This design comes from an exercise in tuning for a short achievable clock period and few clock cycles on the open sky130 flow, not from production work.
Only simulation tests tie the RTL to the original design; equivalence was not proved.
No activity file was given, so power comes from the tool's default toggle rates.

$ cat flow/run.sh
#!/bin/bash
# synth_recipe.tcl (not shown) runs the flow's synth.tcl, then flattens the netlist and writes it again
# the make line also repeats each setting of config.mk as NAME=value (left out here)
make -C /OpenROAD-flow-scripts/flow DESIGN_CONFIG=/design/flow/config.mk WORK_HOME=/design/flow/orfs CLKGATE_MAP_FILE= SYNTH_SCRIPT=/design/flow/synth_recipe.tcl finish
$ cat flow/config.mk
export PLATFORM = sky130hd
export DESIGN_NAME = cache_top
export DESIGN_NICKNAME = cache_top
export VERILOG_FILES = /design/flow/design.v
export SDC_FILE = /design/flow/constraint.sdc
export NUM_CORES = 4
export LEC_CHECK = 0
export ABC_CLOCK_PERIOD_IN_PS = 2500
export CAP_MARGIN = 20
export CORE_MARGIN = 2
export CORE_UTILIZATION = 40
export SETUP_SLACK_MARGIN = 3.8
export SLEW_MARGIN = 20
export TNS_END_PERCENT = 30
$ cat flow/constraint.sdc
create_clock -name core_clock -period 6.5 [get_ports {clk}]
set_input_delay 1.3000 -clock core_clock [delete_from_list [all_inputs] [get_ports {clk}]]
set_output_delay 1.3000 -clock core_clock [all_outputs]
set_load 0.01 [all_outputs]
$ cat flow/design.v
package cache_geom_pkg;
    localparam int ADDR_W   = 32;
    localparam int DATA_W   = 32;
    localparam int SEL_W    = DATA_W / 8;
    localparam int OFFSET_W = 2;
    localparam int NUM_SETS = 4;
    localparam int INDEX_W  = 2;
    localparam int NUM_WAYS = 2;
    localparam int TAG_W    = ADDR_W - INDEX_W - OFFSET_W;
    typedef logic [ADDR_W-1:0]  addr_t;
    typedef logic [DATA_W-1:0]  word_t;
    typedef logic [SEL_W-1:0]   sel_t;
    typedef logic [INDEX_W-1:0] index_t;
    typedef logic [TAG_W-1:0]   tag_t;
    typedef logic way_t;
endpackage
package cache_ctrl_pkg;
    typedef enum logic [2:0] {
        ST_IDLE,
        ST_LOOKUP,
        ST_EVICT,
        ST_FILL_REQ,
        ST_FILL_WAIT
    } ctrl_state_e;
    typedef enum logic {
        RAM_READ,
        RAM_WRITE
    } ram_op_e;
endpackage
module cache_top (
    input  logic                    clk,
    input  logic                    rst_i,
    input  logic                    req_valid_i,
    output logic                    req_ready_o,
    input  logic                    req_we_i,
    input  cache_geom_pkg::sel_t    req_sel_i,
    input  cache_geom_pkg::addr_t   req_addr_i,
    input  cache_geom_pkg::word_t   req_wdata_i,
    output logic                    resp_valid_o,
    output cache_geom_pkg::word_t   resp_rdata_o,
    output logic                    ram_req_valid_o,
    input  logic                    ram_req_ready_i,
    output cache_ctrl_pkg::ram_op_e ram_op_o,
    output cache_geom_pkg::addr_t   ram_addr_o,
    output cache_geom_pkg::word_t   ram_wdata_o,
    input  logic                    ram_resp_valid_i,
    input  cache_geom_pkg::word_t   ram_rdata_i
);
    localparam int TAG_W  = cache_geom_pkg::TAG_W;
    localparam int DATA_W = cache_geom_pkg::DATA_W;
    localparam int NL     = cache_geom_pkg::NUM_SETS * cache_geom_pkg::NUM_WAYS;
    localparam int WA_W   = cache_geom_pkg::ADDR_W - cache_geom_pkg::OFFSET_W;
    localparam int RQ     = 10;    
    localparam int RR     = 12;   
    localparam int RR_W   = 4;    
    localparam int ID_W   = 4;    
    localparam int OR_MAX = 12;   
    logic               a_v;
    logic               a_we;
    logic [3:0]         a_sel;
    logic [WA_W-1:0]    a_wa;
    logic [DATA_W-1:0]  a_wd;
    logic               go;
    logic               ok_q;
    logic               do_miss, do_hit;
    assign req_ready_o = !a_v || ok_q;
    always_ff @(posedge clk) begin
        if (rst_i) begin
            a_v <= 1'b0;
        end else if (!a_v || go) begin
            a_v <= req_valid_i;
        end
    end
    logic [NL-1:0]                 valid_q, dirty_q, pend_q;
    logic [NL-1:0][TAG_W-1:0]      tag_q;
    logic [NL-1:0][DATA_W-1:0]     data_q;
    logic [NL-1:0][3:0]            wmask_q;
    logic [NL-1:0][ID_W-1:0]       pid_q;
    logic [cache_geom_pkg::NUM_SETS-1:0] lru_q;
    logic [ID_W-1:0] iss_id_q;    
    logic [ID_W-1:0] fil_id_q;    
    logic [ID_W-1:0] ord_q;       
    logic [ID_W-1:0] fil_id_p1;   
    logic [NL-1:0]   pm_q;
    assign fil_id_p1 = fil_id_q + 1'b1;
    logic [1:0]        a_idx;
    logic [TAG_W-1:0]  a_tag;
    logic              a_h0, a_h1;    
    logic              a_vway, a_vdirty;
    logic [TAG_W-1:0]  a_vtag;
    logic              hit0, hit1, hit, way;
    logic [2:0]        line, vline;
    logic              vdirty;
    logic [NL-1:0]     fill_l;
    assign a_idx = a_wa[1:0];
    assign a_tag = a_wa[WA_W-1:2];
    always_comb begin
        for (int l = 0; l < NL; l++) begin
            fill_l[l] = ram_resp_valid_i && pm_q[l];
        end
    end
    assign hit0   = a_h0;
    assign hit1   = a_h1;
    assign hit    = hit0 || hit1;
    assign way    = hit ? hit1 : a_vway;
    assign line   = {a_idx, way};
    assign vline  = {a_idx, a_vway};
    assign vdirty = a_vdirty;
    logic [WA_W-1:0]   n_wa;
    logic [TAG_W-1:0]  n_tag;
    logic [NL-1:0]     n_match;
    logic              n_eq_a;
    logic [NL-1:0]     alloc_l;
    logic              n_vway;
    logic [2:0]        n_vline;
    assign n_wa   = req_addr_i[cache_geom_pkg::ADDR_W-1:cache_geom_pkg::OFFSET_W];
    assign n_tag  = n_wa[WA_W-1:2];
    assign n_eq_a = (a_tag == n_tag);
    always_comb begin
        for (int l = 0; l < NL; l++) begin
            alloc_l[l] = do_miss && (line == l[2:0]);
            n_match[l] = alloc_l[l] ? n_eq_a : (valid_q[l] && (tag_q[l] == n_tag));
        end
    end
    assign n_vway  = (go && a_idx == n_wa[1:0]) ? !way : lru_q[n_wa[1:0]];
    assign n_vline = {n_wa[1:0], n_vway};
    always_ff @(posedge clk) begin
        if (!a_v || go) begin
            a_h0 <= n_match[{n_wa[1:0], 1'b0}];
            a_h1 <= n_match[{n_wa[1:0], 1'b1}];
            a_vway   <= n_vway;
            a_vtag   <= tag_q[n_vline];
            a_vdirty <= valid_q[n_vline] && dirty_q[n_vline];
            a_we  <= req_we_i;
            a_sel <= req_sel_i;
            a_wa  <= n_wa;
            a_wd  <= req_wdata_i;
        end
    end
    logic [RQ-1:0]              qv, qw;
    logic [RQ-1:0]              qm;         
    logic [RQ-1:0]              qop;
    logic [RQ-1:0][WA_W-1:0]    qaddr;
    logic [RQ-1:0][DATA_W-1:0]  qdata;
    logic [RQ-1:0][3:0]         qmask;
    logic [RQ-1:0][ID_W-1:0]    qwid;
    logic                       q_out_v;    
    logic                       q_pop;
    assign q_pop = q_out_v && ram_req_ready_i;
    assign ram_req_valid_o = q_out_v;
    assign ram_op_o        = cache_ctrl_pkg::ram_op_e'(qop[0]);
    assign ram_addr_o      = {qaddr[0], {cache_geom_pkg::OFFSET_W{1'b0}}};
    assign ram_wdata_o     = qdata[0];
    logic [RR-1:0]              ev, ew;
    logic [RR-1:0]              em;    
    logic [RR-1:0][ID_W-1:0]    ewid;
    logic [RR-1:0][3:0]         emask;
    logic [RR-1:0][DATA_W-1:0]  edata;
    logic [RR-1:0]        hp, tp;      
    logic [RR_W:0]        ecnt;
    logic                       resp_valid_q;
    logic [DATA_W-1:0]          resp_rdata_q;
    assign resp_valid_o = resp_valid_q;
    assign resp_rdata_o = resp_rdata_q;
    logic              e_pop;
    logic [RR_W:0]     ecnt_n;
    logic [ID_W-1:0]   ord_n;
    assign go     = a_v && ok_q;
    assign ecnt_n = (go == e_pop) ? ecnt : (go ? ecnt + 1'b1 : ecnt - 1'b1);
    assign ord_n  = ord_q + (do_miss ? 1'b1 : 1'b0) - (ram_resp_valid_i ? 1'b1 : 1'b0);
    function automatic logic [DATA_W-1:0] merge(input logic [3:0] keep,
                                                input logic [DATA_W-1:0] kept,
                                                input logic [DATA_W-1:0] fresh);
        for (int b = 0; b < 4; b++) begin
            merge[8*b +: 8] = keep[b] ? kept[8*b +: 8] : fresh[8*b +: 8];
        end
    endfunction
    assign do_miss = go && !hit;
    assign do_hit  = go && hit;
    always_ff @(posedge clk) begin
        if (rst_i) begin
            valid_q  <= '0;
            dirty_q  <= '0;
            pend_q   <= '0;
            pm_q     <= '0;
            lru_q    <= '0;
            iss_id_q <= '0;
            fil_id_q <= '0;
            ord_q    <= '0;
        end else begin
            ord_q <= ord_n;
            if (ram_resp_valid_i) fil_id_q <= fil_id_p1;
            for (int l = 0; l < NL; l++) begin
                if (go && line == l[2:0] && !hit) begin
                    pm_q[l] <= (iss_id_q == (ram_resp_valid_i ? fil_id_p1 : fil_id_q));
                end else if (fill_l[l]) begin
                    pm_q[l] <= 1'b0;
                end else begin
                    pm_q[l] <= pend_q[l] && (pid_q[l] == (ram_resp_valid_i ? fil_id_p1 : fil_id_q));
                end
            end
            if (do_miss) iss_id_q <= iss_id_q + 1'b1;
            if (go) lru_q[a_idx] <= !way;
            for (int l = 0; l < NL; l++) begin
                if (go && line == l[2:0]) begin
                    if (!hit) begin
                        valid_q[l] <= 1'b1;
                        dirty_q[l] <= a_we;
                        pend_q[l]  <= 1'b1;
                    end else begin
                        if (a_we) dirty_q[l] <= 1'b1;
                        if (fill_l[l]) pend_q[l] <= 1'b0;
                    end
                end else if (fill_l[l]) begin
                    pend_q[l] <= 1'b0;
                end
            end
        end
    end
    always_ff @(posedge clk) begin
        for (int l = 0; l < NL; l++) begin
            if (go && line == l[2:0]) begin
                if (!hit) begin
                    tag_q[l]   <= a_tag;
                    pid_q[l]   <= iss_id_q;
                    wmask_q[l] <= a_we ? a_sel : 4'b0;
                end else if (fill_l[l]) begin
                    wmask_q[l] <= 4'b0;
                end else if (a_we && pend_q[l]) begin
                    wmask_q[l] <= wmask_q[l] | a_sel;
                end
            end else if (fill_l[l]) begin
                wmask_q[l] <= 4'b0;
            end
            for (int b = 0; b < 4; b++) begin
                if (go && line == l[2:0] && a_we && a_sel[b]) begin
                    data_q[l][8*b +: 8] <= a_wd[8*b +: 8];
                end else if (fill_l[l] && !wmask_q[l][b] && !(do_miss && line == l[2:0])) begin
                    data_q[l][8*b +: 8] <= ram_rdata_i[8*b +: 8];
                end
            end
        end
    end
    logic                push1, push2;
    logic                e1_op, e1_w;
    logic [WA_W-1:0]     e1_addr, e2_addr;
    logic [DATA_W-1:0]   e1_data;
    logic [RQ:0]         sv;        
    logic [RQ-1:0]       s_w, s_op, s_fill, s_eq0, s_eq1;
    logic [RQ-1:0]       nqm;
    logic [RQ-1:0][WA_W-1:0]   s_addr;
    logic [RQ-1:0][DATA_W-1:0] s_data;
    logic [RQ-1:0][3:0]        s_mask;
    logic [RQ-1:0][ID_W-1:0]   s_wid;
    logic [RQ-1:0]       nqv, nqw;
    assign push1   = do_miss;
    assign push2   = do_miss && vdirty;
    assign e2_addr = a_wa;
    assign e1_op   = vdirty;
    assign e1_addr = vdirty ? {a_vtag, a_idx} : a_wa;
    assign e1_data = fill_l[vline] ? merge(wmask_q[vline], data_q[vline], ram_rdata_i) : data_q[vline];
    assign e1_w    = vdirty && pend_q[vline] && !fill_l[vline];
    always_comb begin
        for (int i = 0; i < RQ; i++) begin
            if (q_pop) begin
                sv[i]     = (i + 1 < RQ) ? qv[(i + 1) % RQ] : 1'b0;
                s_w[i]    = qw[(i + 1) % RQ];
                s_eq0[i]  = qm[(i + 1) % RQ];
                s_eq1[i]  = (qwid[(i + 1) % RQ] == fil_id_p1);
                s_op[i]   = qop[(i + 1) % RQ];
                s_addr[i] = qaddr[(i + 1) % RQ];
                s_data[i] = qdata[(i + 1) % RQ];
                s_mask[i] = qmask[(i + 1) % RQ];
                s_wid[i]  = qwid[(i + 1) % RQ];
            end else begin
                sv[i]     = qv[i];
                s_w[i]    = qw[i];
                s_eq0[i]  = qm[i];
                s_eq1[i]  = (qwid[i] == fil_id_p1);
                s_op[i]   = qop[i];
                s_addr[i] = qaddr[i];
                s_data[i] = qdata[i];
                s_mask[i] = qmask[i];
                s_wid[i]  = qwid[i];
            end
            s_fill[i] = ram_resp_valid_i && s_eq0[i];
        end
        sv[RQ] = 1'b0;
    end
    logic [RQ-1:0] slot1, slot2;
    always_comb begin
        for (int i = 0; i < RQ; i++) begin
            slot1[i] = !sv[i] && ((i == 0) ? 1'b1 : sv[(i + RQ - 1) % RQ]);
            slot2[i] = (i == 0) ? 1'b0 : slot1[(i + RQ - 1) % RQ];
            nqv[i]   = sv[i] || (slot1[i] && push1) || (slot2[i] && push2);
            if (sv[i]) begin
                nqw[i] = s_w[i] && !s_fill[i];
                nqm[i] = s_w[i] && !ram_resp_valid_i && s_eq0[i] ||
                         s_w[i] && ram_resp_valid_i && !s_eq0[i] && s_eq1[i];
            end else if (slot1[i]) begin
                nqw[i] = e1_w;
                nqm[i] = e1_w && (pid_q[vline] == (ram_resp_valid_i ? fil_id_p1 : fil_id_q));
            end else begin
                nqw[i] = 1'b0;
                nqm[i] = 1'b0;
            end
        end
    end
    always_ff @(posedge clk) begin
        if (rst_i) begin
            qv      <= '0;
            q_out_v <= 1'b0;
            ok_q    <= 1'b1;
        end else begin
            ok_q    <= (e_pop || (go ? (ecnt < RR - 1) : (ecnt != RR))) &&
                       !nqv[RQ-2] &&
                       (ram_resp_valid_i || (do_miss ? (ord_q < OR_MAX - 1) : (ord_q < OR_MAX)));
            qv      <= nqv;
            q_out_v <= nqv[0] && !nqw[0];
        end
    end
    always_ff @(posedge clk) begin
        qw <= nqw;
        qm <= nqm;
        for (int i = 0; i < RQ; i++) begin
            if (sv[i]) begin
                qop[i]   <= s_op[i];
                qaddr[i] <= s_addr[i];
                qdata[i] <= s_fill[i] ? merge(s_mask[i], s_data[i], ram_rdata_i) : s_data[i];
                qmask[i] <= s_mask[i];
                qwid[i]  <= s_wid[i];
            end else if (slot1[i]) begin
                qop[i]   <= e1_op;
                qaddr[i] <= e1_addr;
                qdata[i] <= e1_data;
                qmask[i] <= wmask_q[vline];
                qwid[i]  <= pid_q[vline];
            end else begin
                qop[i]   <= 1'b0;
                qaddr[i] <= e2_addr;
                qdata[i] <= e1_data;
                qmask[i] <= wmask_q[vline];
                qwid[i]  <= pid_q[vline];
            end
        end
    end
    logic              h_ready, h_fill;
    logic [DATA_W-1:0] n_data;
    logic              n_wait;
    logic [3:0]        n_mask;
    logic [ID_W-1:0]   n_wid;
    logic [RR-1:0]     e_fill;
    logic [DATA_W-1:0] h_data;
    logic [3:0]        h_mask;
    always_comb begin
        h_fill  = 1'b0;
        h_ready = 1'b0;
        h_data  = '0;
        h_mask  = '0;
        for (int i = 0; i < RR; i++) begin
            e_fill[i] = ram_resp_valid_i && em[i];
            if (hp[i]) begin
                h_fill  = h_fill | e_fill[i];
                h_ready = h_ready | (ev[i] && (!ew[i] || e_fill[i]));
                h_data  = h_data | edata[i];
                h_mask  = h_mask | emask[i];
            end
        end
    end
    assign e_pop = h_ready;
    logic              c_v, c_hit, c_we;
    logic [RR-1:0]     c_tp;
    logic [2:0]        c_line;
    logic [ID_W-1:0]   c_wid;
    always_ff @(posedge clk) begin
        if (rst_i) begin
            c_v <= 1'b0;
        end else begin
            c_v <= go;
        end
        c_hit  <= hit;
        c_we   <= a_we;
        c_tp   <= tp;
        c_line <= line;
        c_wid  <= iss_id_q;
    end
    always_comb begin
        n_data = data_q[c_line];
        n_mask = wmask_q[c_line];
        n_wid  = pid_q[c_line];
        n_wait = 1'b0;
        if (!c_hit) begin
            n_wid  = c_wid;
            n_mask = 4'b0;
            n_wait = !c_we;
        end else if (pend_q[c_line]) begin
            if (fill_l[c_line]) begin
                n_data = merge(wmask_q[c_line], data_q[c_line], ram_rdata_i);
            end else begin
                n_wait = !c_we;
            end
        end
    end
    always_ff @(posedge clk) begin
        if (rst_i) begin
            ev           <= '0;
            hp           <= RR'(1);
            tp           <= RR'(1);
            ecnt         <= '0;
            resp_valid_q <= 1'b0;
        end else begin
            resp_valid_q <= e_pop;
            ev <= (ev & ~(e_pop ? hp : '0)) | (c_v ? c_tp : '0);
            if (e_pop) hp <= {hp[RR-2:0], hp[RR-1]};
            if (go)    tp <= {tp[RR-2:0], tp[RR-1]};
            ecnt <= ecnt_n;
        end
    end
    always_ff @(posedge clk) begin
        for (int i = 0; i < RR; i++) begin
            if (c_v && c_tp[i]) begin
                em[i]    <= n_wait && (n_wid == (ram_resp_valid_i ? fil_id_p1 : fil_id_q));
                ew[i]    <= n_wait;
                ewid[i]  <= n_wid;
                emask[i] <= n_mask;
                edata[i] <= n_data;
            end else if (e_fill[i]) begin
                em[i]    <= 1'b0;
                ew[i]    <= 1'b0;
                edata[i] <= merge(emask[i], edata[i], ram_rdata_i);
            end else if (ram_resp_valid_i) begin
                em[i]    <= ew[i] && (ewid[i] == fil_id_p1);
            end
        end
        if (e_pop) begin
            resp_rdata_q <= h_fill ? merge(h_mask, h_data, ram_rdata_i) : h_data;
        end
    end
endmodule
==> results.sh, run 1 <==
export IMPL_leakagePower_uw=0.0396
export IMPL_vias_per_cell=6.42
export IMPL_die_area_sq_um=249000
export IMPL_endpoint_kind="output port"
export IMPL_ys_types=87
export IMPL_n_fill_cell=21500
export IMPL_worst_slew_pin_slew_ns=1.14
export IMPL_initial_core_util=0.403
export IMPL_grt_util_all_layers=0.270
export IMPL_synth_top_cell_area_share=0.469
export IMPL_row_count=181
export IMPL_clkLatencyLatePin_ns=0.91
export IMPL_vdd_drop_max_uv=303
export IMPL_hp_class="flop to flop"
export IMPL_worstPathMaxFanout=2
export IMPL_nets=8053
export IMPL_vias=72700
export IMPL_critPathArrivalTime_ns=1.62
export IMPL_synthFlopType="edfxtp_1"
export IMPL_path_cells="buf_2"
export IMPL_place_gp_congestion=0.915
export IMPL_finalCritPeriodShare=0.449
export IMPL_rsz0062_at_grt="yes"
export IMPL_clockBufferDepth=3
export IMPL_whs_ns=0.367
export IMPL_portBuffers=201
export IMPL_wl_per_cell_um=31.6
export IMPL_finalWirelength_um=358000
export IMPL_path_clk_slew_ns=0.07
export IMPL_syn_area_sq_um=97900
export IMPL_io_pins=206
export IMPL_grt_start_max_net_pins=73
export IMPL_detail_route_iter0_violations=10700
export IMPL_antenna_found_initial=13
export IMPL_cpLargestDelayFamily="flip-flops"
export IMPL_first_pass_iters=14
export IMPL_cts_hold_fix_buffers=0
export IMPL_cts_tree="built"
export IMPL_ys_ff_latch=2034
export IMPL_cts_buffers=216
export IMPL_postSynthCellCount=7865
export IMPL_coreArea_sq_um=243000
export IMPL_synth_edff_count=1529
export IMPL_synth_async_reset_ratio=0
export IMPL_maxCapViolations=0
export IMPL_crit_path_top_delay_cell="edfxtp_1"
export IMPL_worst_path_largest_cell_delay_ns=0.52
export IMPL_die_w_um=499
export IMPL_hold_viol=0
export IMPL_critical_path_class="flop to output port"
export IMPL_power_density_nw_per_um2=277
export IMPL_root_buffer="clkbuf_16"
export IMPL_dp_cells=10700
export IMPL_overflow=0
export IMPL_synth_most_common_cell="edfxtp_1"
export IMPL_syn2layout_area_growth_pct=17.2
export IMPL_final_setup_viol_count=0
export IMPL_slew_headroom=0.233
export IMPL_post_dp_hpwl_um=212000
export IMPL_synthTopCellsByArea="edfxtp_1 (47%), dfxtp_1 (10%), mux4_2 (4.8%)"
export IMPL_crit_path_start_kind="flop"
export IMPL_ant_nets=0
export IMPL_synth_commonest_cells="edfxtp_1 (1529), nand2_1 (733), dfxtp_1 (505)"
export IMPL_yosysWarnings=1
export IMPL_grt_pass1_wl_um=495000
export IMPL_status="complete, no violations"
export IMPL_fmax_mhz=343
export IMPL_grt_pass1_vias=70200
export IMPL_design_area_sq_um=115000
export IMPL_setup_tns_ns=0
export IMPL_post_route_drc_count=0
export IMPL_layout_min_cycle_time_ns=2.92
export IMPL_drv_slew=0
export IMPL_total_power_uw=31700
export IMPL_cts_sinks=2034
export IMPL_skew_ns=0.0763
export IMPL_die_height_um=499
export IMPL_yosysSeqAreaShare=0.572
export IMPL_cp_data_required_time_ns=5.20
export IMPL_final_cells=11300
export IMPL_drive_above_1_share=0.229
export IMPL_htree_levels=4
export IMPL_postPlaceCellArea_sq_um=103000
export IMPL_syn_area_per_cell_sq_um=12.4
export IMPL_worst_path_buf_inv=1
export IMPL_synth_area_leader_cell="edfxtp_1"
[worst register-to-register path, cell delays in order (launching register included)]
cell,delay [ns]
dfxtp_2,0.31
buf_4,0.32
a22o_1,0.38
a221oi_1,0.26
nand3_1,0.11
nand2_1,0.37
nand4b_1,0.18
buf_4,0.21
mux2_2,0.43
[repair_timing]
item	4_1_cts	5_1_grt
pin swaps	33	29
buffers inserted	97	69
setup endpoints to repair	2466	1640
resized for setup	675	370
gates cloned	39	27
[report_power, final]
part | switching, uW | internal, uW
logic | 2410 | 1720
clock network | 5470 | 6860
registers | 503 | 14800
[placed cells by master (no fill, tap or decap), types with 63 or more instances in the layout]
master              n
edfxtp_1         1529
nand2_1           619
a22o_1            498
dfxtp_1           469
nor2_1            424
o21ai_0           406
mux2i_1           396
a21oi_1           365
mux2_2            306
a222oi_1          289
buf_4             264
xor2_1            262
clkbuf_16         228
mux4_2            208
xnor2_1           129
a221oi_1          112
nand3_1           104
nand2_2            91
clkdlybuf4s50_1    70
clkinv_1           69
o21ai_4            63
[per-layer routing]
| metal | track usage | part of all wire |
|---|---|---|
| met5 | 0 | 0.00012 |
| met4 | 0.138 | 0.063 |
| met3 | 0.0517 | 0.097 |
| met2 | 0.440 | 0.47 |
| met1 | 0.341 | 0.37 |
[flip-flops by register name, indices dropped and copies added, names as in the netlist, 28 cells and up]
register	cells
qaddr	300
pid_q	32
wmask_q	32
data_q	256
resp_rdata_q	32
edata	384
qwid	40
emask	48
qdata	320
a_wa	30
a_wd	32
a_vtag	28
qmask	40
ewid	48
tag_q	224
[worst paths after layout]
check                  from              end  slack [ns]  cells past startpoint
setup / recovery  qaddr[11]   ram_addr_o[13]        3.58                      1
hold / removal        tp[7]          c_tp[7]        0.37                      0
setup reg to reg      hp[4]  resp_rdata_q[1]        3.66                      8
hold reg to reg       tp[7]          c_tp[7]        0.37                      0
[cell type report]
cell class,count,area (sq um),share of cell area
inverters,94,527,0.00459
repair inverters,1,8.76,0.0000763
clock buffers,302,6000,0.0523
well taps,3202,4010,0.0349
repair buffers,562,5800,0.0506
diodes,5,12.5,0.000109
clock inverters,102,962,0.00839
multi-input cells,5021,41300,0.360
flip-flops and latches,2034,56100,0.489
[metrics by stage]
stage          setup slack [ns]  utilization
2_1_floorplan              3.31            -
3_3_place_gp               1.66        0.423
3_5_place_dp               1.63        0.423
4_1_cts                    3.51        0.465
5_1_grt                    3.54        0.472
6_report                   3.58        0.472
[logic make-up (layout without fill, tap and decap cells)]
| group | after synthesis | count (layout) | share of synthesized area |
|---|---|---|---|
| simple gates | 1586 | 1626 | 0.0706 |
| mux | 974 | 975 | 0.133 |
| compound gates | 1999 | 2000 | 0.145 |
| buf+inv | 853 | 1061 | 0.0394 |
| xor+xnor | 401 | 401 | 0.0366 |
| fa+ha+maj | 17 | 17 | 0.00233 |
| flops | 2034 | 2034 | 0.572 |
| other cells | 1 | 7 | 0.0000383 |
Testbench counts, summed over its fixed seeds: cycles 24,150.
==> run 2: changes to the inputs <==
--- a/flow/design.v
+++ b/flow/design.v
@@ -148,8 +148,11 @@
     logic                       q_pop;
     assign q_pop = q_out_v && ram_req_ready_i;
+    logic                       o_op;
+    logic [WA_W-1:0]            o_addr;
+    logic [DATA_W-1:0]          o_data;
     assign ram_req_valid_o = q_out_v;
-    assign ram_op_o        = cache_ctrl_pkg::ram_op_e'(qop[0]);
-    assign ram_addr_o      = {qaddr[0], {cache_geom_pkg::OFFSET_W{1'b0}}};
-    assign ram_wdata_o     = qdata[0];
+    assign ram_op_o        = cache_ctrl_pkg::ram_op_e'(o_op);
+    assign ram_addr_o      = {o_addr, {cache_geom_pkg::OFFSET_W{1'b0}}};
+    assign ram_wdata_o     = o_data;
     logic [RR-1:0]              ev, ew;
     logic [RR-1:0]              em;    
@@ -321,4 +324,15 @@
     end
     always_ff @(posedge clk) begin
+        if (sv[0]) begin
+            o_op   <= s_op[0];
+            o_addr <= s_addr[0];
+            o_data <= s_fill[0] ? merge(s_mask[0], s_data[0], ram_rdata_i) : s_data[0];
+        end else begin
+            o_op   <= e1_op;
+            o_addr <= e1_addr;
+            o_data <= e1_data;
+        end
+    end
+    always_ff @(posedge clk) begin
         qw <= nqw;
         qm <= nqm;
@@ -433,7 +447,5 @@
             end
         end
-        if (e_pop) begin
-            resp_rdata_q <= h_fill ? merge(h_mask, h_data, ram_rdata_i) : h_data;
-        end
+        resp_rdata_q <= h_fill ? merge(h_mask, h_data, ram_rdata_i) : h_data;
     end
 endmodule
==> run 2 against run 1 <==
  * Sequential power is essentially flat
  * First-iteration DRC count shrank 14%
  * Final cell count grew 6.5%
  * Highest routed layer unchanged
  * Register-to-register slack lost 0.08 ns
  * Critical path type is now input pin to flop
==> results.sh, run 2 <==
export IMPL_multi_input_area_sq_um=42200
export IMPL_yosysSeqAreaShare=0.563
export IMPL_synth_async_reset_ratio=0
export IMPL_clockBufferDepth=3
export IMPL_antenna_found_initial=10
export IMPL_grt_pass1_wl_um=492000
export IMPL_crit_path_start_kind="input pin"
export IMPL_row_count=182
export IMPL_synth_most_common_cell="edfxtp_1"
export IMPL_root_buffer="clkbuf_16"
export IMPL_top_regs="edata x384, qdata x289, qaddr x270"
export IMPL_path_cells="clkdlybuf4s15_2 > xnor2_4 > nand4_1 > or4_1 > nor4_4 > o21ai_0 > a31oi_1"
export IMPL_place_gp_congestion=0.923
export IMPL_synthTopCellsByArea="edfxtp_1 (45%), dfxtp_1 (11%), nand2_1 (5.3%)"
export IMPL_hold_viol=0
export IMPL_worst_slew_pin_slew_ns=1.20
export IMPL_cts_sinks=2034
export IMPL_die_area_sq_um=252000
export IMPL_skew_ns=0.0872
export IMPL_overflow=0
export IMPL_syn2layout_area_growth_pct=16.1
export IMPL_largest_reg_flops=384
export IMPL_finalCritPeriodShare=0.452
export IMPL_grt_pass1_vias=71500
export IMPL_status="complete, no violations"
export IMPL_portBuffers=201
export IMPL_path_clk_slew_ns=0.06
export IMPL_clkLatencyLatePin_ns=0.92
export IMPL_vdd_drop_max_uv=234
export IMPL_post_route_drc_count=0
export IMPL_grt_start_max_net_pins=194
export IMPL_worst_path_largest_cell_delay_ns=0.64
export IMPL_total_power_uw=31300
export IMPL_syn_area_per_cell_sq_um=11.4
export IMPL_syn_area_sq_um=99000
export IMPL_postSynthCellCount=8709
export IMPL_synth_edff_count=1497
export IMPL_die_height_um=502
export IMPL_crit_path_top_delay_cell="or4_1"
export IMPL_cts_hold_fix_buffers=0
export IMPL_leakagePower_uw=0.0412
export IMPL_coreArea_sq_um=246000
export IMPL_critical_path_class="input pin to flop"
export IMPL_final_setup_viol_count=0
export IMPL_whs_ns=0.368
export IMPL_ant_nets=0
export IMPL_detail_route_iter0_violations=9192
export IMPL_synth_commonest_cells="edfxtp_1 (1497), nand2_1 (1388), o21ai_0 (742)"
export IMPL_ys_types=73
export IMPL_synth_top_cell_area_share=0.454
export IMPL_rsz0062_at_grt="yes"
export IMPL_synthFlopType="edfxtp_1"
export IMPL_layout_commonest_cell="edfxtp_1"
export IMPL_fmax_mhz=340
export IMPL_mostFrequentLayoutCells="edfxtp_1 (1497), nand2_1 (1256), o21ai_0 (650)"
export IMPL_worstPathMaxFanout=10
export IMPL_n_fill_cell=22100
export IMPL_vias_per_cell=6.17
export IMPL_critPathArrivalTime_ns=3.61
export IMPL_first_pass_iters=8
export IMPL_power_density_nw_per_um2=273
export IMPL_setup_slack_ns=3.56
export IMPL_vias=74400
export IMPL_post_dp_hpwl_um=209000
export IMPL_synth_area_leader_cell="edfxtp_1"
export IMPL_initial_core_util=0.403
export IMPL_hp_class="flop to flop"
export IMPL_ys_ff_latch=2034
export IMPL_drv_slew=0
export IMPL_cts_buffers=218
export IMPL_grt_util_all_layers=0.263
export IMPL_htree_levels=4
export IMPL_post_place_ws_ns=1.05
export IMPL_nets=8770
export IMPL_slew_headroom=0.203
export IMPL_wl_per_cell_um=28.4
export IMPL_maxCapViolations=0
export IMPL_cp_data_required_time_ns=7.17
export IMPL_layout_min_cycle_time_ns=2.94
export IMPL_io_pins=206
export IMPL_cts_tree="built"
export IMPL_regArea_sq_um=55800
export IMPL_setup_tns_ns=0
export IMPL_finalWirelength_um=343000
export IMPL_endpoint_kind="flop"
export IMPL_die_w_um=502
export IMPL_largest_register="edata"
export IMPL_drive_above_1_share=0.198
export IMPL_yosysWarnings=1
run 2: cell count changes after synthesis, sizes merged, moves of 158 or more:
cell / change
a222oi: -288
mux2i: -192
nand3: +276
o211ai: +285
nand2: +643
clkbuf: +158
o21ai: +229
run 2: cells by family (layout without fill, tap and decap cells):
group	after synthesis	after routing	share of synthesized area
compound gates	2171	2171	0.145
xor+xnor	398	398	0.0355
fa+ha+maj	17	17	0.00230
buf+inv	887	998	0.0376
flops	2034	2034	0.563
mux	779	782	0.115
other cells	1	7	0.0000379
simple gates	2422	2436	0.103
run 2: power breakdown:
group	internal [uW]	total, uW	switching (uW)
sequential	14700	15100	445
clock	7030	12600	5550
combinational	1470	3650	2180
run 2: critical path, delay by kind of cell:
| kind | cells | cell delay, ns |
|---|---|---|
| xor gates and xnor gates | 1 | 0.34 |
| and+or+nand+nor | 3 | 1.17 |
| buffers and inverters | 1 | 0.43 |
| AOI/OAI and AO/OA | 2 | 0.34 |
run 2: timing repair:
action,in CTS,in global routing
setup buffers,99,56
gates cloned,22,10
resized for setup,566,173
pin swaps,23,20
setup endpoints to repair,2596,1638
run 2: per-stage QoR:
step / std cells / util / cell area (sq um)
final: 12100 / 0.467 / 115000
after detailed placement: 11500 / 0.422 / 104000
after CTS: 12000 / 0.462 / 114000
after floorplan: 8710 / - / 100000
after global routing: 12100 / 0.467 / 115000
after global placement: 11500 / 0.421 / 104000
run 2: area by class of cell:
type                       count  area share
sequential                  2034       0.485
multi-input combinational   5806       0.367
clock buffer                 307      0.0539
timing repair buffer         526      0.0474
tap                         3220      0.0351
clock inverter               104     0.00893
inverter                      60     0.00245
antenna                        5    0.000109
timing repair inverter         1   0.0000435
run 2: path summary, 6_finish.rpt:
| kind | startpoint | end | slack (ns) | cells after the start |
|---|---|---|---|---|
| min | tp[2] | c_tp[2] | 0.37 | 0 |
| max | req_addr_i[7] | a_h0 | 3.56 | 7 |
| max reg2reg | hp[6] | resp_rdata_q[7] | 3.58 | 6 |
| min reg2reg | tp[2] | c_tp[2] | 0.37 | 0 |
run 2: per-layer routing:
layer / up-vias / GRT usage / wire length, um
met5: - / 0 / 57
met4: 10 / 0.129 / 18000
met3: 769 / 0.0478 / 31100
met2: 3821 / 0.426 / 161000
met1: 37400 / 0.339 / 132000
li1: 32400 / - / -
Testbench counts of run 2, summed over its fixed seeds: cycles 24,150.
==> run 3: changes to the inputs <==
--- a/flow/design.v
+++ b/flow/design.v
@@ -138,17 +138,21 @@
         end
     end
-    logic [RQ-1:0]              qv, qw;
-    logic [RQ-1:0]              qm;         
-    logic [RQ-1:0]              qop;
-    logic [RQ-1:0][WA_W-1:0]    qaddr;
-    logic [RQ-1:0][DATA_W-1:0]  qdata;
-    logic [RQ-1:0][3:0]         qmask;
-    logic [RQ-1:0][ID_W-1:0]    qwid;
-    logic                       q_out_v;    
-    logic                       q_pop;
-    assign q_pop = q_out_v && ram_req_ready_i;
+    localparam int NB = RQ - 1;
+    logic                       o_v, o_w, o_m;
     logic                       o_op;
     logic [WA_W-1:0]            o_addr;
     logic [DATA_W-1:0]          o_data;
+    logic [3:0]                 o_mask;
+    logic [ID_W-1:0]            o_wid;
+    logic                       q_out_v;    
+    logic                       q_pop;
+    logic [NB-1:0]              bv, bw, bm, bop;
+    logic [NB-1:0][WA_W-1:0]    baddr;
+    logic [NB-1:0][DATA_W-1:0]  bdata;
+    logic [NB-1:0][3:0]         bmask;
+    logic [NB-1:0][ID_W-1:0]    bwid;
+    logic [NB-1:0]              bh, bt;
+    logic [3:0]                 qc;         
+    assign q_pop = q_out_v && ram_req_ready_i;
     assign ram_req_valid_o = q_out_v;
     assign ram_op_o        = cache_ctrl_pkg::ram_op_e'(o_op);
@@ -246,15 +250,7 @@
     end
     logic                push1, push2;
-    logic                e1_op, e1_w;
+    logic                e1_op, e1_w, e1_m;
     logic [WA_W-1:0]     e1_addr, e2_addr;
     logic [DATA_W-1:0]   e1_data;
-    logic [RQ:0]         sv;        
-    logic [RQ-1:0]       s_w, s_op, s_fill, s_eq0, s_eq1;
-    logic [RQ-1:0]       nqm;
-    logic [RQ-1:0][WA_W-1:0]   s_addr;
-    logic [RQ-1:0][DATA_W-1:0] s_data;
-    logic [RQ-1:0][3:0]        s_mask;
-    logic [RQ-1:0][ID_W-1:0]   s_wid;
-    logic [RQ-1:0]       nqv, nqw;
     assign push1   = do_miss;
     assign push2   = do_miss && vdirty;
@@ -264,96 +260,128 @@
     assign e1_data = fill_l[vline] ? merge(wmask_q[vline], data_q[vline], ram_rdata_i) : data_q[vline];
     assign e1_w    = vdirty && pend_q[vline] && !fill_l[vline];
+    assign e1_m    = e1_w && (pid_q[vline] == (ram_resp_valid_i ? fil_id_p1 : fil_id_q));
+    logic              hq_op, hq_w, hq_m, hq_fill, hq_w_n, hq_m_n;
+    logic [WA_W-1:0]   hq_addr;
+    logic [DATA_W-1:0] hq_data, hq_data_n;
+    logic [3:0]        hq_mask;
+    logic [ID_W-1:0]   hq_wid;
     always_comb begin
-        for (int i = 0; i < RQ; i++) begin
-            if (q_pop) begin
-                sv[i]     = (i + 1 < RQ) ? qv[(i + 1) % RQ] : 1'b0;
-                s_w[i]    = qw[(i + 1) % RQ];
-                s_eq0[i]  = qm[(i + 1) % RQ];
-                s_eq1[i]  = (qwid[(i + 1) % RQ] == fil_id_p1);
-                s_op[i]   = qop[(i + 1) % RQ];
-                s_addr[i] = qaddr[(i + 1) % RQ];
-                s_data[i] = qdata[(i + 1) % RQ];
-                s_mask[i] = qmask[(i + 1) % RQ];
-                s_wid[i]  = qwid[(i + 1) % RQ];
-            end else begin
-                sv[i]     = qv[i];
-                s_w[i]    = qw[i];
-                s_eq0[i]  = qm[i];
-                s_eq1[i]  = (qwid[i] == fil_id_p1);
-                s_op[i]   = qop[i];
-                s_addr[i] = qaddr[i];
-                s_data[i] = qdata[i];
-                s_mask[i] = qmask[i];
-                s_wid[i]  = qwid[i];
+        hq_op   = 1'b0;
+        hq_w    = 1'b0;
+        hq_m    = 1'b0;
+        hq_addr = '0;
+        hq_data = '0;
+        hq_mask = '0;
+        hq_wid  = '0;
+        for (int i = 0; i < NB; i++) begin
+            if (bh[i]) begin
+                hq_op   = hq_op   | bop[i];
+                hq_w    = hq_w    | bw[i];
+                hq_m    = hq_m    | bm[i];
+                hq_addr = hq_addr | baddr[i];
+                hq_data = hq_data | bdata[i];
+                hq_mask = hq_mask | bmask[i];
+                hq_wid  = hq_wid  | bwid[i];
             end
-            s_fill[i] = ram_resp_valid_i && s_eq0[i];
         end
-        sv[RQ] = 1'b0;
     end
-    logic [RQ-1:0] slot1, slot2;
+    assign hq_fill   = ram_resp_valid_i && hq_m;
+    assign hq_data_n = hq_fill ? merge(hq_mask, hq_data, ram_rdata_i) : hq_data;
+    assign hq_w_n    = hq_w && !hq_fill;
+    assign hq_m_n    = hq_w && !hq_fill && (ram_resp_valid_i ? (hq_wid == fil_id_p1) : hq_m);
+    logic          b_empty, o_free, b_to_o, take_e1, o_fill;
+    logic          no_v, no_w;
+    logic [NB-1:0] bt1;
+    assign bt1     = {bt[NB-2:0], bt[NB-1]};
+    assign b_empty = !(|bv);
+    assign o_free  = !o_v || q_pop;
+    assign b_to_o  = o_free && !b_empty;
+    assign take_e1 = o_free && b_empty && push1;
+    assign o_fill  = ram_resp_valid_i && o_m;
+    assign no_v    = b_to_o || take_e1 || (o_v && !o_free);
+    assign no_w    = b_to_o ? hq_w_n : (take_e1 ? e1_w : (o_w && !o_fill));
+    logic room2_n;
     always_comb begin
-        for (int i = 0; i < RQ; i++) begin
-            slot1[i] = !sv[i] && ((i == 0) ? 1'b1 : sv[(i + RQ - 1) % RQ]);
-            slot2[i] = (i == 0) ? 1'b0 : slot1[(i + RQ - 1) % RQ];
-            nqv[i]   = sv[i] || (slot1[i] && push1) || (slot2[i] && push2);
-            if (sv[i]) begin
-                nqw[i] = s_w[i] && !s_fill[i];
-                nqm[i] = s_w[i] && !ram_resp_valid_i && s_eq0[i] ||
-                         s_w[i] && ram_resp_valid_i && !s_eq0[i] && s_eq1[i];
-            end else if (slot1[i]) begin
-                nqw[i] = e1_w;
-                nqm[i] = e1_w && (pid_q[vline] == (ram_resp_valid_i ? fil_id_p1 : fil_id_q));
-            end else begin
-                nqw[i] = 1'b0;
-                nqm[i] = 1'b0;
-            end
-        end
+        if (push2)      room2_n = q_pop ? (qc <= RQ - 3) : (qc <= RQ - 4);
+        else if (push1) room2_n = q_pop ? (qc <= RQ - 2) : (qc <= RQ - 3);
+        else            room2_n = q_pop ? (qc <= RQ - 1) : (qc <= RQ - 2);
     end
     always_ff @(posedge clk) begin
         if (rst_i) begin
-            qv      <= '0;
+            o_v     <= 1'b0;
             q_out_v <= 1'b0;
+            bv      <= '0;
+            bh      <= NB'(1);
+            bt      <= NB'(1);
+            qc      <= '0;
             ok_q    <= 1'b1;
         end else begin
             ok_q    <= (e_pop || (go ? (ecnt < RR - 1) : (ecnt != RR))) &&
-                       !nqv[RQ-2] &&
+                       room2_n &&
                        (ram_resp_valid_i || (do_miss ? (ord_q < OR_MAX - 1) : (ord_q < OR_MAX)));
-            qv      <= nqv;
-            q_out_v <= nqv[0] && !nqw[0];
+            o_v     <= no_v;
+            q_out_v <= no_v && !no_w;
+            for (int i = 0; i < NB; i++) begin
+                bv[i] <= (bv[i] && !(b_to_o && bh[i])) ||
+                         (bt[i] && push1 && !take_e1) || (bt1[i] && push2);
+            end
+            if (b_to_o || take_e1) bh <= {bh[NB-2:0], bh[NB-1]};
+            if (push2)      bt <= {bt[NB-3:0], bt[NB-1:NB-2]};
+            else if (push1) bt <= bt1;
+            if (push2) begin
+                qc <= q_pop ? qc + 1'b1 : qc + 2'd2;
+            end else if (push1) begin
+                qc <= q_pop ? qc : qc + 1'b1;
+            end else if (q_pop) begin
+                qc <= qc - 1'b1;
+            end
         end
     end
     always_ff @(posedge clk) begin
-        if (sv[0]) begin
-            o_op   <= s_op[0];
-            o_addr <= s_addr[0];
-            o_data <= s_fill[0] ? merge(s_mask[0], s_data[0], ram_rdata_i) : s_data[0];
-        end else begin
+        if (b_to_o) begin
+            o_op   <= hq_op;
+            o_addr <= hq_addr;
+            o_data <= hq_data_n;
+            o_mask <= hq_mask;
+            o_wid  <= hq_wid;
+            o_w    <= hq_w_n;
+            o_m    <= hq_m_n;
+        end else if (take_e1) begin
             o_op   <= e1_op;
             o_addr <= e1_addr;
             o_data <= e1_data;
+            o_mask <= wmask_q[vline];
+            o_wid  <= pid_q[vline];
+            o_w    <= e1_w;
+            o_m    <= e1_m;
+        end else if (o_fill) begin
+            o_data <= merge(o_mask, o_data, ram_rdata_i);
+            o_w    <= 1'b0;
+            o_m    <= 1'b0;
+        end else if (ram_resp_valid_i) begin
+            o_m    <= o_w && (o_wid == fil_id_p1);
         end
     end
     always_ff @(posedge clk) begin
-        qw <= nqw;
-        qm <= nqm;
-        for (int i = 0; i < RQ; i++) begin
-            if (sv[i]) begin
-                qop[i]   <= s_op[i];
-                qaddr[i] <= s_addr[i];
-                qdata[i] <= s_fill[i] ? merge(s_mask[i], s_data[i], ram_rdata_i) : s_data[i];
-                qmask[i] <= s_mask[i];
-                qwid[i]  <= s_wid[i];
-            end else if (slot1[i]) begin
-                qop[i]   <= e1_op;
-                qaddr[i] <= e1_addr;
-                qdata[i] <= e1_data;
-                qmask[i] <= wmask_q[vline];
-                qwid[i]  <= pid_q[vline];
-            end else begin
-                qop[i]   <= 1'b0;
-                qaddr[i] <= e2_addr;
-                qdata[i] <= e1_data;
-                qmask[i] <= wmask_q[vline];
-                qwid[i]  <= pid_q[vline];
+        for (int i = 0; i < NB; i++) begin
+            if (push1 && bt[i]) begin
+                bop[i]   <= e1_op;
+                baddr[i] <= e1_addr;
+                bdata[i] <= e1_data;
+                bmask[i] <= wmask_q[vline];
+                bwid[i]  <= pid_q[vline];
+                bw[i]    <= e1_w;
+                bm[i]    <= e1_m;
+            end else if (push2 && bt1[i]) begin
+                bop[i]   <= 1'b0;
+                baddr[i] <= e2_addr;
+                bw[i]    <= 1'b0;
+                bm[i]    <= 1'b0;
+            end else if (ram_resp_valid_i && bm[i]) begin
+                bdata[i] <= merge(bmask[i], bdata[i], ram_rdata_i);
+                bw[i]    <= 1'b0;
+                bm[i]    <= 1'b0;
+            end else if (ram_resp_valid_i) begin
+                bm[i]    <= bw[i] && (bwid[i] == fil_id_p1);
             end
         end
==> run 3 against run 2 <==
  * Fmax down 3.6%
  * Sequential power rose by 6%
  * Non-clock buffer count rose by 145
  * Flip-flop and latch count up 22
  * Register-to-register slack worse by 0.03 ns
  * Sequential share of layout area grew 2.5 points
  * First-iteration DRC count up 4.3%
  * Largest power group unchanged
==> results.sh, run 3 <==
export IMPL_setup_tns_ns=0
export IMPL_drive_above_1_share=0.297
export IMPL_fmax_mhz=328
export IMPL_power_frac_comb=0.180
export IMPL_crit_path_start_kind="flop"
export IMPL_final_setup_viol_count=0
export IMPL_place_gp_congestion=0.914
export IMPL_p_int_uw=24900
export IMPL_critPathArrivalTime_ns=1.75
export IMPL_maxCapViolations=0
export IMPL_htree_levels=4
export IMPL_die_w_um=500
export IMPL_mostFrequentLayoutCells="edfxtp_1 (1877), mux2_2 (524), nand2_1 (517)"
export IMPL_finalWirelength_um=356000
export IMPL_status="complete, no violations"
export IMPL_vias=68700
export IMPL_post_dp_hpwl_um=216000
export IMPL_ys_ff_latch=2056
export IMPL_n_fill_cell=20800
export IMPL_rsz0062_at_grt="yes"
export IMPL_syn_area_sq_um=98400
export IMPL_nets=7425
export IMPL_yosysSeqAreaShare=0.609
export IMPL_postSynthCellCount=7025
export IMPL_first_pass_iters=9
export IMPL_post_route_drc_count=0
export IMPL_die_area_sq_um=250000
export IMPL_vias_per_cell=6.42
export IMPL_grt_start_max_net_pins=66
export IMPL_drv_slew=0
export IMPL_synth_top_cell_area_share=0.573
export IMPL_layout_min_cycle_time_ns=3.05
export IMPL_worstPathMaxFanout=1
export IMPL_syn_area_per_cell_sq_um=14.0
export IMPL_hp_class="flop to flop"
export IMPL_cts_sinks=2056
export IMPL_total_power_uw=34800
export IMPL_wl_per_cell_um=33.3
export IMPL_synthTopCellsByArea="edfxtp_1 (57%), mux2_2 (7.0%), mux4_2 (5.1%)"
export IMPL_finalCritPeriodShare=0.469
export IMPL_p_sw_uw=9860
export IMPL_row_count=182
export IMPL_vdd_drop_max_uv=253
export IMPL_grt_pass1_wl_um=498000
export IMPL_synth_edff_count=1877
export IMPL_portBuffers=201
export IMPL_synth_most_common_cell="edfxtp_1"
export IMPL_cts_buffers=213
export IMPL_endpoint_kind="output port"
export IMPL_largest_register="edata"
export IMPL_leakagePower_uw=0.0408
export IMPL_antenna_found_initial=12
export IMPL_power_density_nw_per_um2=295
export IMPL_crit_path_top_delay_cell="edfxtp_1"
export IMPL_worst_path_largest_cell_delay_ns=0.63
export IMPL_worst_slew_pin_slew_ns=1.16
export IMPL_synth_area_leader_cell="edfxtp_1"
export IMPL_slew_headroom=0.221
export IMPL_root_buffer="clkbuf_16"
export IMPL_initial_core_util=0.401
export IMPL_clkLatencyLatePin_ns=0.91
export IMPL_worst_path_buf_inv=1
export IMPL_design_area_sq_um=118000
export IMPL_largest_reg_flops=384
export IMPL_pwr_share_clk=0.359
export IMPL_path_cells="clkbuf_2"
export IMPL_regArea_sq_um=60000
export IMPL_coreArea_sq_um=245000
export IMPL_grt_pass1_vias=66600
export IMPL_yosysWarnings=1
export IMPL_grt_util_all_layers=0.276
export IMPL_syn2layout_area_growth_pct=19.6
export IMPL_synth_async_reset_ratio=0
export IMPL_io_pins=206
export IMPL_cts_tree="built"
export IMPL_overflow=0
export IMPL_ys_types=77
export IMPL_seqPwrFrac=0.461
export IMPL_die_height_um=500
export IMPL_hold_viol=0
export IMPL_top_regs="edata x384, bdata x288, baddr x270"
export IMPL_ant_nets=0
export IMPL_clockBufferDepth=3
export IMPL_detail_route_iter0_violations=9589
export IMPL_synthFlopType="edfxtp_1"
export IMPL_skew_ns=0.0777
export IMPL_synth_commonest_cells="edfxtp_1 (1877), mux2_2 (610), nand2_1 (610)"
export IMPL_cpLargestDelayFamily="flip-flops"
export IMPL_multi_input_area_sq_um=38700
export IMPL_path_clk_slew_ns=0.06
export IMPL_fin_util=0.480
export IMPL_postPlaceCellArea_sq_um=104000
export IMPL_layout_commonest_cell="edfxtp_1"
export IMPL_sw_frac_of_total=0.284
export IMPL_cts_hold_fix_buffers=0
export IMPL_cp_data_required_time_ns=5.20
export IMPL_critical_path_class="flop to output port"
run 3: worst paths after layout:
| path | cells after the start | startpoint | end | slack [ns] |
|---|---|---|---|---|
| worst max-delay path | 1 | o_data[25] | ram_wdata_o[25] | 3.45 |
| worst min register to register | 0 | tp[7] | c_tp[7] | 0.32 |
| worst max register to register | 15 | a_vway | bdata[251] | 3.55 |
| worst min-delay path | 0 | tp[7] | c_tp[7] | 0.32 |
run 3: power groups by stage:
stage	clock, uW	combinational, uW	sequential (uW)
finish	12500	6260	16000
detailed placement	0	5350	16300
global route	13000	6540	16100
floorplan	0	3270	16000
CTS	12500	6080	16000
global placement	0	5270	16300
run 3: repair_timing:
action                                  4_1_cts  5_1_grt
endpoints found under the hold margin         0        0
resized for setup                           647      296
gates cloned                                 36        7
endpoints found under the setup margin     2805     2357
pin swaps                                    65       47
buffers inserted                            164       69
run 3: metal layers:
metal	vias up	track usage	share of wire
li1	28400	-	-
met1	34900	0.375	0.39
met2	4444	0.423	0.45
met3	902	0.0572	0.11
met4	8	0.129	0.054
met5	-	0	0.00015
run 3: kinds of logic (layout without fill, tap and decap cells):
kind of cell    count (synthesis)  in the layout  synth area share
compound gates               1633           1643             0.129
xor+xnor                      404            404            0.0360
fa+ha+maj                      23             23           0.00308
buf+inv                       694           1131            0.0303
flops                        2056           2056             0.609
mux                           963            963             0.134
other cells                     1              6         0.0000381
simple gates                 1251           1254            0.0578
run 3: cell type report:
cell class / count / share of cell area
well taps: 3220 / 0.0342
repair buffers: 671 / 0.0638
multi-input cells: 4289 / 0.329
inverters: 65 / 0.00320
clock inverters: 113 / 0.0109
flip-flops and latches: 2056 / 0.510
clock buffers: 282 / 0.0487
diodes: 4 / 0.0000851
run 3: metrics by stage:
stage          instances  worst slack, ns  hold slack, ns
4_1_cts            10600             3.35           0.325
2_1_floorplan       7026             3.21           0.346
6_report           10700             3.45           0.319
3_5_place_dp       10000             1.97           0.359
5_1_grt            10700             3.45           0.340
3_3_place_gp       10000             1.98           0.357
Testbench counts of run 3, summed over its fixed seeds: cycles 24,150.
==> run 4: changes to the inputs <==
--- a/flow/design.v
+++ b/flow/design.v
@@ -155,8 +155,11 @@
     logic [3:0]                 qc;         
     assign q_pop = q_out_v && ram_req_ready_i;
+    logic                       p_op;
+    logic [WA_W-1:0]            p_addr;
+    logic [DATA_W-1:0]          p_data;
     assign ram_req_valid_o = q_out_v;
-    assign ram_op_o        = cache_ctrl_pkg::ram_op_e'(o_op);
-    assign ram_addr_o      = {o_addr, {cache_geom_pkg::OFFSET_W{1'b0}}};
-    assign ram_wdata_o     = o_data;
+    assign ram_op_o        = cache_ctrl_pkg::ram_op_e'(p_op);
+    assign ram_addr_o      = {p_addr, {cache_geom_pkg::OFFSET_W{1'b0}}};
+    assign ram_wdata_o     = p_data;
     logic [RR-1:0]              ev, ew;
     logic [RR-1:0]              em;    
@@ -338,4 +341,19 @@
         end
     end
+    always_ff @(posedge clk) begin
+        if (b_to_o) begin
+            p_op   <= hq_op;
+            p_addr <= hq_addr;
+            p_data <= hq_data_n;
+        end else if (take_e1) begin
+            p_op   <= e1_op;
+            p_addr <= e1_addr;
+            p_data <= e1_data;
+        end else begin
+            p_op   <= o_op;
+            p_addr <= o_addr;
+            p_data <= o_fill ? merge(o_mask, o_data, ram_rdata_i) : o_data;
+        end
+    end
     always_ff @(posedge clk) begin
         if (b_to_o) begin
==> run 4 against run 3 <==
  * Worst hold slack improved by 0.031 ns
  * Setup slack gained 0.030 ns
  * Flip-flop and latch count is the same
  * Global-route usage decreased by 0.35 points
  * Fmax rose by 1.0%
  * First-iteration DRC count is 1.4% lower
  * Synthesized area about the same
  * Final cell count decreased by 0.10%
  * Register-to-register slack worse by 0.07 ns
  * Critical endpoint is now o_data[17]
  * Die area about the same
  * Clock skew is 0.0080 ns lower
  * Largest power group unchanged
  * Power is essentially flat
==> results.sh, run 4 <==
export IMPL_die_area_sq_um=250000
export IMPL_postSynthCellCount=7021
export IMPL_postPlaceCellArea_sq_um=105000
export IMPL_htree_levels=4
export IMPL_worst_path_largest_cell_delay_ns=0.55
export IMPL_synth_most_common_cell="edfxtp_1"
export IMPL_skew_ns=0.0697
export IMPL_synthFlopType="edfxtp_1"
export IMPL_r2r_cells=14
export IMPL_nets=7420
export IMPL_hp_class="flop to flop"
export IMPL_wl_per_cell_um=32.9
export IMPL_fmax_mhz=331
export IMPL_top_regs="edata x384, bdata x288, baddr x270"
export IMPL_synth_edff_count=1877
export IMPL_rr_startpoint="a_wa[0]"
export IMPL_cp_data_required_time_ns=7.16
export IMPL_path_clk_slew_ns=0.06
export IMPL_synth_commonest_cells="edfxtp_1 (1877), mux2_2 (609), nand2_1 (601)"
export IMPL_setup_slack_ns=3.48
export IMPL_largest_register="edata"
export IMPL_hold_viol=0
export IMPL_drive_above_1_share=0.303
export IMPL_maxCapViolations=0
export IMPL_layout_min_cycle_time_ns=3.02
export IMPL_clkLatencyLatePin_ns=0.91
export IMPL_crit_path_top_delay_cell="mux4_2"
export IMPL_cts_buffers=218
export IMPL_hold_start="tp[5]"
export IMPL_finalWirelength_um=352000
export IMPL_largest_reg_flops=384
export IMPL_path_cells="buf_6 > buf_12 > mux4_2 > mux2i_4 > buf_6 > buf_6 > or3_4 > buf_6 > buf_12 > buf_12 > buf_12 > a31oi_4 > buf_12 > a221o_1"
export IMPL_cpLargestDelayFamily="buffers and inverters"
export IMPL_syn_area_sq_um=98300
export IMPL_rsz0062_at_grt="yes"
export IMPL_path_common_cell="buf_12"
export IMPL_post_route_drc_count=0
export IMPL_n_fill_cell=20600
export IMPL_drv_slew=0
export IMPL_synth_async_reset_ratio=0
export IMPL_row_count=181
export IMPL_antenna_found_initial=13
export IMPL_initial_core_util=0.403
export IMPL_overflow=0
export IMPL_final_setup_viol_count=0
export IMPL_syn2layout_area_growth_pct=20.2
export IMPL_leakagePower_uw=0.0409
export IMPL_grt_pass1_vias=66200
export IMPL_worstPathMaxFanout=10
export IMPL_vias_per_cell=6.42
export IMPL_worst_slew_pin_slew_ns=1.16
export IMPL_place_gp_congestion=0.914
export IMPL_critical_path_class="flop to flop"
export IMPL_grt_util_all_layers=0.272
export IMPL_post_dp_hpwl_um=215000
export IMPL_power_density_nw_per_um2=294
export IMPL_root_buffer="clkbuf_16"
export IMPL_mostFrequentLayoutCells="edfxtp_1 (1877), mux2_2 (511), a22o_1 (504)"
export IMPL_holdPathStages=0
export IMPL_layout_commonest_cell="edfxtp_1"
export IMPL_detail_route_iter0_violations=9457
export IMPL_status="complete, no violations"
export IMPL_grt_pass1_wl_um=493000
export IMPL_ys_ff_latch=2056
export IMPL_cts_sinks=2056
export IMPL_yosysSeqAreaShare=0.610
export IMPL_yosysWarnings=1
export IMPL_path_depth=14
export IMPL_grt_start_max_net_pins=66
export IMPL_worst_path_buf_inv=9
export IMPL_clockBufferDepth=3
export IMPL_design_area_sq_um=118000
export IMPL_ff2ff_setup_slack_ns=3.48
export IMPL_finalCritPeriodShare=0.464
export IMPL_vias=68600
export IMPL_endpoint_kind="flop"
export IMPL_timing_rr_end="o_data[17]"
export IMPL_ant_nets=0
export IMPL_syn_area_per_cell_sq_um=14.0
export IMPL_synth_top_cell_area_share=0.573
export IMPL_slew_headroom=0.224
export IMPL_io_pins=206
export IMPL_critPathArrivalTime_ns=3.68
export IMPL_synthTopCellsByArea="edfxtp_1 (57%), mux2_2 (7.0%), mux4_2 (5.1%)"
export IMPL_post_place_ws_ns=1.81
export IMPL_cts_tree="built"
export IMPL_portBuffers=201
export IMPL_coreArea_sq_um=244000
export IMPL_cts_hold_fix_buffers=0
export IMPL_crit_path_start_kind="flop"
export IMPL_die_height_um=500
export IMPL_first_pass_iters=6
export IMPL_vdd_drop_max_uv=283
export IMPL_setup_tns_ns=0
export IMPL_synth_area_leader_cell="edfxtp_1"
export IMPL_hold_end="c_tp[5]"
export IMPL_fin_util=0.485
export IMPL_ys_types=85
export IMPL_die_w_um=500
-- run 4: cell count changes after synthesis, sizes merged, moves of 6 or more --
cell,change
xnor2,-30
xor2,+30
buf,-14
clkbuf,+14
nand4,-10
nand2,-9
nor3,+7
inv,-6
nand3,+6
-- run 4: worst max path at each step --
stage                         startpoint             end  slack [ns]
final                            a_wa[0]      o_data[17]        3.48
after global routing             a_wa[0]      o_data[17]        3.43
after CTS                     o_addr[12]  ram_addr_o[14]        3.46
after detailed placement  req_addr_i[12]            a_h0        1.81
after global placement    req_addr_i[12]            a_h0        1.69
after floorplan            req_addr_i[2]      a_vtag[13]        3.41
-- run 4: final cells by class --
class                   instances  area [sq um]  share of cell area
clock inverters               127          1430              0.0121
repair buffers                669          7450              0.0631
flip-flops and latches       2056         60000               0.508
inverters                      60           333             0.00282
well taps                    3202          4010              0.0339
multi-input cells            4286         39000               0.330
clock buffers                 282          5920              0.0501
diodes                          7          17.5            0.000148
-- run 4: where the power goes --
| part | switching (uW) | internal [uW] | leakage, uW |
|---|---|---|---|
| Combinational | 3590 | 2380 | 0.0186 |
| Clock | 5550 | 7360 | 0.00360 |
| Sequential | 572 | 15300 | 0.0188 |
-- run 4: what timing repair did --
item / in CTS / in global routing
gates cloned: 34 / 8
resized for setup: 824 / 229
endpoints found under the hold margin: 0 / 0
setup buffers: 172 / 53
pin swaps: 58 / 45
endpoints found under the setup margin: 2803 / 1640
-- run 4: metrics by stage --
| step | hold slack (ns) | std cells | total power (uW) |
|---|---|---|---|
| 2_1_floorplan | 0.343 | 7022 | 19000 |
| 3_3_place_gp | 0.358 | 10000 | 21100 |
| 3_5_place_dp | 0.360 | 10000 | 21200 |
| 4_1_cts | 0.340 | 10600 | 34600 |
| 5_1_grt | 0.370 | 10700 | 35700 |
| 6_report | 0.350 | 10700 | 34800 |
-- run 4: kinds of logic after synthesis --
logic type,share of synthesized area
AO/OA/AOI/OAI,0.129
XOR/XNOR,0.0365
buffers and inverters,0.0287
flip-flops,0.610
other,0.0000381
multiplexers,0.134
adder cells (fa/ha/maj),0.00308
AND/OR/NAND/NOR,0.0584
-- run 4: per-layer routing --
metal / global-route usage / up-vias / part of all wire
li1: - / 28400 / -
met1: 0.370 / 35000 / 0.39
met2: 0.420 / 4342 / 0.45
met3: 0.0580 / 805 / 0.11
met4: 0.121 / 8 / 0.048
met5: 0 / - / 0.00059
-- run 4: worst reg2reg max path: cells and delay by family, from the launching register on --
family	cells	cell delay (ns)
flip-flops	1	0.38
buffers and inverters	9	1.11
multiplexers	2	0.78
AND/OR/NAND/NOR	1	0.14
AO/OA/AOI/OAI	2	0.40
Testbench counts of run 4, summed over its fixed seeds: cycles 24,150.
==> run 5: changes to the inputs <==
--- a/flow/config.mk
+++ b/flow/config.mk
@@ -6,9 +6,9 @@
 export NUM_CORES = 4
 export LEC_CHECK = 0
-export ABC_CLOCK_PERIOD_IN_PS = 2500
+export ABC_CLOCK_PERIOD_IN_PS = 2300
 export CAP_MARGIN = 20
 export CORE_MARGIN = 2
 export CORE_UTILIZATION = 40
-export SETUP_SLACK_MARGIN = 3.8
+export SETUP_SLACK_MARGIN = 4.2
 export SLEW_MARGIN = 20
 export TNS_END_PERCENT = 30
==> run 5 against run 4 <==
  * The layout now fails its checks (capacitance limit, slew limit)
  * Combinational power up 15%
  * Cell area is 6.0% higher
  * Power rose by 1.7%
  * Sequential share of layout area down 2.9 points
  * Setup slack better by 0.0052 ns
  * Critical endpoint is now ram_wdata_o[28]
  * Largest power group unchanged
==> results.sh, run 5 <==
export IMPL_rsz0062_at_grt="yes"
export IMPL_drive_above_1_share=0.347
export IMPL_top_regs="edata x384, bdata x288, baddr x270"
export IMPL_detail_route_iter0_violations=10900
export IMPL_clockBufferDepth=3
export IMPL_largest_reg_flops=384
export IMPL_synth_top_cell_area_share=0.573
export IMPL_setup_slack_ns=3.49
export IMPL_wl_per_cell_um=34.3
export IMPL_ys_types=85
export IMPL_maxCapViolations=1
export IMPL_final_setup_viol_count=0
export IMPL_cts_hold_fix_buffers=0
export IMPL_root_buffer="clkbuf_16"
export IMPL_antenna_found_initial=19
export IMPL_leakagePower_uw=0.0441
export IMPL_status="failed layout checks"
export IMPL_initial_core_util=0.403
export IMPL_slew_headroom=-0.0827
export IMPL_grt_start_max_net_pins=72
export IMPL_crit_path_top_delay_cell="edfxtp_1"
export IMPL_layout_min_cycle_time_ns=3.01
export IMPL_post_route_drc_count=0
export IMPL_mostFrequentLayoutCells="edfxtp_1 (1877), a22o_1 (504), nand2_1 (469)"
export IMPL_row_count=181
export IMPL_worst_path_buf_inv=1
export IMPL_r2r_cells=12
export IMPL_worst_slew_pin_slew_ns=1.62
export IMPL_synth_async_reset_ratio=0
export IMPL_path_cells="buf_2"
export IMPL_synth_commonest_cells="edfxtp_1 (1877), mux2_2 (609), nand2_1 (601)"
export IMPL_endpoint_kind="output port"
export IMPL_finalWirelength_um=378000
export IMPL_path_depth=1
export IMPL_syn_area_sq_um=98300
export IMPL_io_pins=206
export IMPL_drv_slew=21
export IMPL_portBuffers=201
export IMPL_synthTopCellsByArea="edfxtp_1 (57%), mux2_2 (7.0%), mux4_2 (5.1%)"
export IMPL_overflow=0
export IMPL_crit_path_start_kind="flop"
export IMPL_critPathArrivalTime_ns=1.71
export IMPL_vdd_drop_max_uv=222
export IMPL_die_w_um=500
export IMPL_synth_most_common_cell="edfxtp_1"
export IMPL_vias=72200
export IMPL_cp_data_required_time_ns=5.20
export IMPL_critPathCapture="ram_wdata_o[28]"
export IMPL_grt_pass1_vias=68900
export IMPL_first_pass_iters=9
export IMPL_worst_path_largest_cell_delay_ns=0.60
export IMPL_place_gp_congestion=0.918
export IMPL_critPathLaunch="o_data[28]"
export IMPL_yosysSeqAreaShare=0.610
export IMPL_post_place_ws_ns=1.69
export IMPL_ff2ff_setup_slack_ns=3.57
export IMPL_vias_per_cell=6.55
export IMPL_die_height_um=500
export IMPL_cpLargestDelayFamily="flip-flops"
export IMPL_syn_area_per_cell_sq_um=14.0
export IMPL_worstPathMaxFanout=1
export IMPL_coreArea_sq_um=244000
export IMPL_synthFlopType="edfxtp_1"
export IMPL_setup_tns_ns=0
export IMPL_power_density_nw_per_um2=282
export IMPL_rr_startpoint="a_vway"
export IMPL_cts_buffers=219
export IMPL_ant_nets=0
export IMPL_grt_pass1_wl_um=516000
export IMPL_fmax_mhz=332
export IMPL_synth_edff_count=1877
export IMPL_syn2layout_area_growth_pct=27.4
export IMPL_cts_sinks=2056
export IMPL_layout_commonest_cell="edfxtp_1"
export IMPL_hold_viol=0
export IMPL_violations="capacitance limit, slew limit"
export IMPL_nets=7756
export IMPL_ys_ff_latch=2056
export IMPL_skew_ns=0.0679
export IMPL_largest_register="edata"
export IMPL_postSynthCellCount=7021
export IMPL_path_clk_slew_ns=0.06
export IMPL_yosysWarnings=1
export IMPL_htree_levels=4
export IMPL_grt_util_all_layers=0.285
export IMPL_clkLatencyLatePin_ns=0.90
export IMPL_timing_rr_end="bdata[2]"
export IMPL_synth_area_leader_cell="edfxtp_1"
export IMPL_n_fill_cell=19600
export IMPL_finalCritPeriodShare=0.464
export IMPL_cts_tree="built"
export IMPL_post_dp_hpwl_um=215000
export IMPL_critical_path_class="flop to output port"
export IMPL_die_area_sq_um=250000
export IMPL_hp_class="flop to flop"
[run 5: cell counts after synthesis]
No cell type changed its count.
[run 5: cells by family (layout without fill, tap and decap cells)]
family	count (synthesis)	count (layout)	share of synthesized area
fa+ha+maj	23	23	0.00308
flops	2056	2056	0.610
xor+xnor	406	406	0.0365
buf+inv	689	1417	0.0287
mux	962	964	0.134
compound gates	1631	1646	0.129
other cells	1	8	0.0000381
simple gates	1253	1296	0.0584
[run 5: final cells by class]
cell class,count,area [sq um],area share
multi-input cells,4337,42300,0.338
clock inverters,121,1270,0.0102
diodes,6,15.0,0.000120
well taps,3202,4010,0.0320
inverters,60,365,0.00292
repair buffers,951,11400,0.0913
clock buffers,283,5820,0.0464
flip-flops and latches,2056,60000,0.479
repair inverters,2,17.5,0.000140
[run 5: repair_timing]
action                      CTS  global route
resized for setup          1347           533
pin swaps                   136            94
setup buffers               292           194
setup endpoints to repair  3136          2762
cloned                       86            38
[run 5: metal layers]
| metal | part of all wire | track usage |
|---|---|---|
| met5 | 0.00020 | 0 |
| met4 | 0.055 | 0.142 |
| met3 | 0.12 | 0.0720 |
| met2 | 0.45 | 0.434 |
| met1 | 0.37 | 0.380 |
[run 5: metrics by stage]
stage          instance area (sq um)  power, uW   util  hold slack (ns)  std cells
3_3_place_gp                  105000      21100  0.429            0.357       9997
3_5_place_dp                  105000      21200  0.430            0.359       9997
4_1_cts                       121000      34700  0.498            0.365      10800
5_1_grt                       125000      36200  0.514            0.369      11000
6_report                      125000      35400  0.514            0.367      11000
2_1_floorplan                 100000      19000      -            0.343       7022
[run 5: power breakdown]
group / switching, uW / internal [uW]
Sequential: 574 / 15300
Clock: 5540 / 7070
Combinational: 3990 / 2870
[run 5: worst min-delay path by stage]
stage,slack [ns],startpoint,endpoint,cells after the start
final,0.37,tp[1],c_tp[1],0
after global routing,0.37,tp[11],c_tp[11],0
after CTS,0.37,tp[10],c_tp[10],0
after detailed placement,0.36,tp[1],c_tp[1],0
after global placement,0.36,tp[11],c_tp[11],0
after floorplan,0.34,a_we,c_we,0

[separate check: timing with driven ports]
In the flow no input, the clock included, has a driving cell. The finished layouts below were timed again as built, in two steps. Step 1 assumes that a clkbuf_16 drives the clock port and a buf_2 every other input. Step 2, shift: input delay + t, output delay - t, t = (earliest + latest rising clock arrival at the registers) / 2. This alone moves slack from input paths to output paths. Slacks: ideal / step 1 / step 2; pairs: ideal / step 1.
run	t, ns	setup WS [ns]	slew at the worst register clock pin (ns)	pins driven straight from the clock port
run 1	0.965	3.582 / 3.486 / 2.597	0.07 / 0.07	1
run 2	0.969	3.562 / 3.496 / 2.665	0.07 / 0.07	1
run 3	0.977	3.451 / 3.349 / 2.748	0.07 / 0.07	1
run 4	0.974	3.482 / 3.433 / 2.637	0.07 / 0.07	1
run 5	0.966	3.487 / 3.395 / 2.703	0.07 / 0.07	1
For run 1, which loses most, drivers alone change the setup slack by -0.096 ns; drivers and shift together by -0.985 ns.
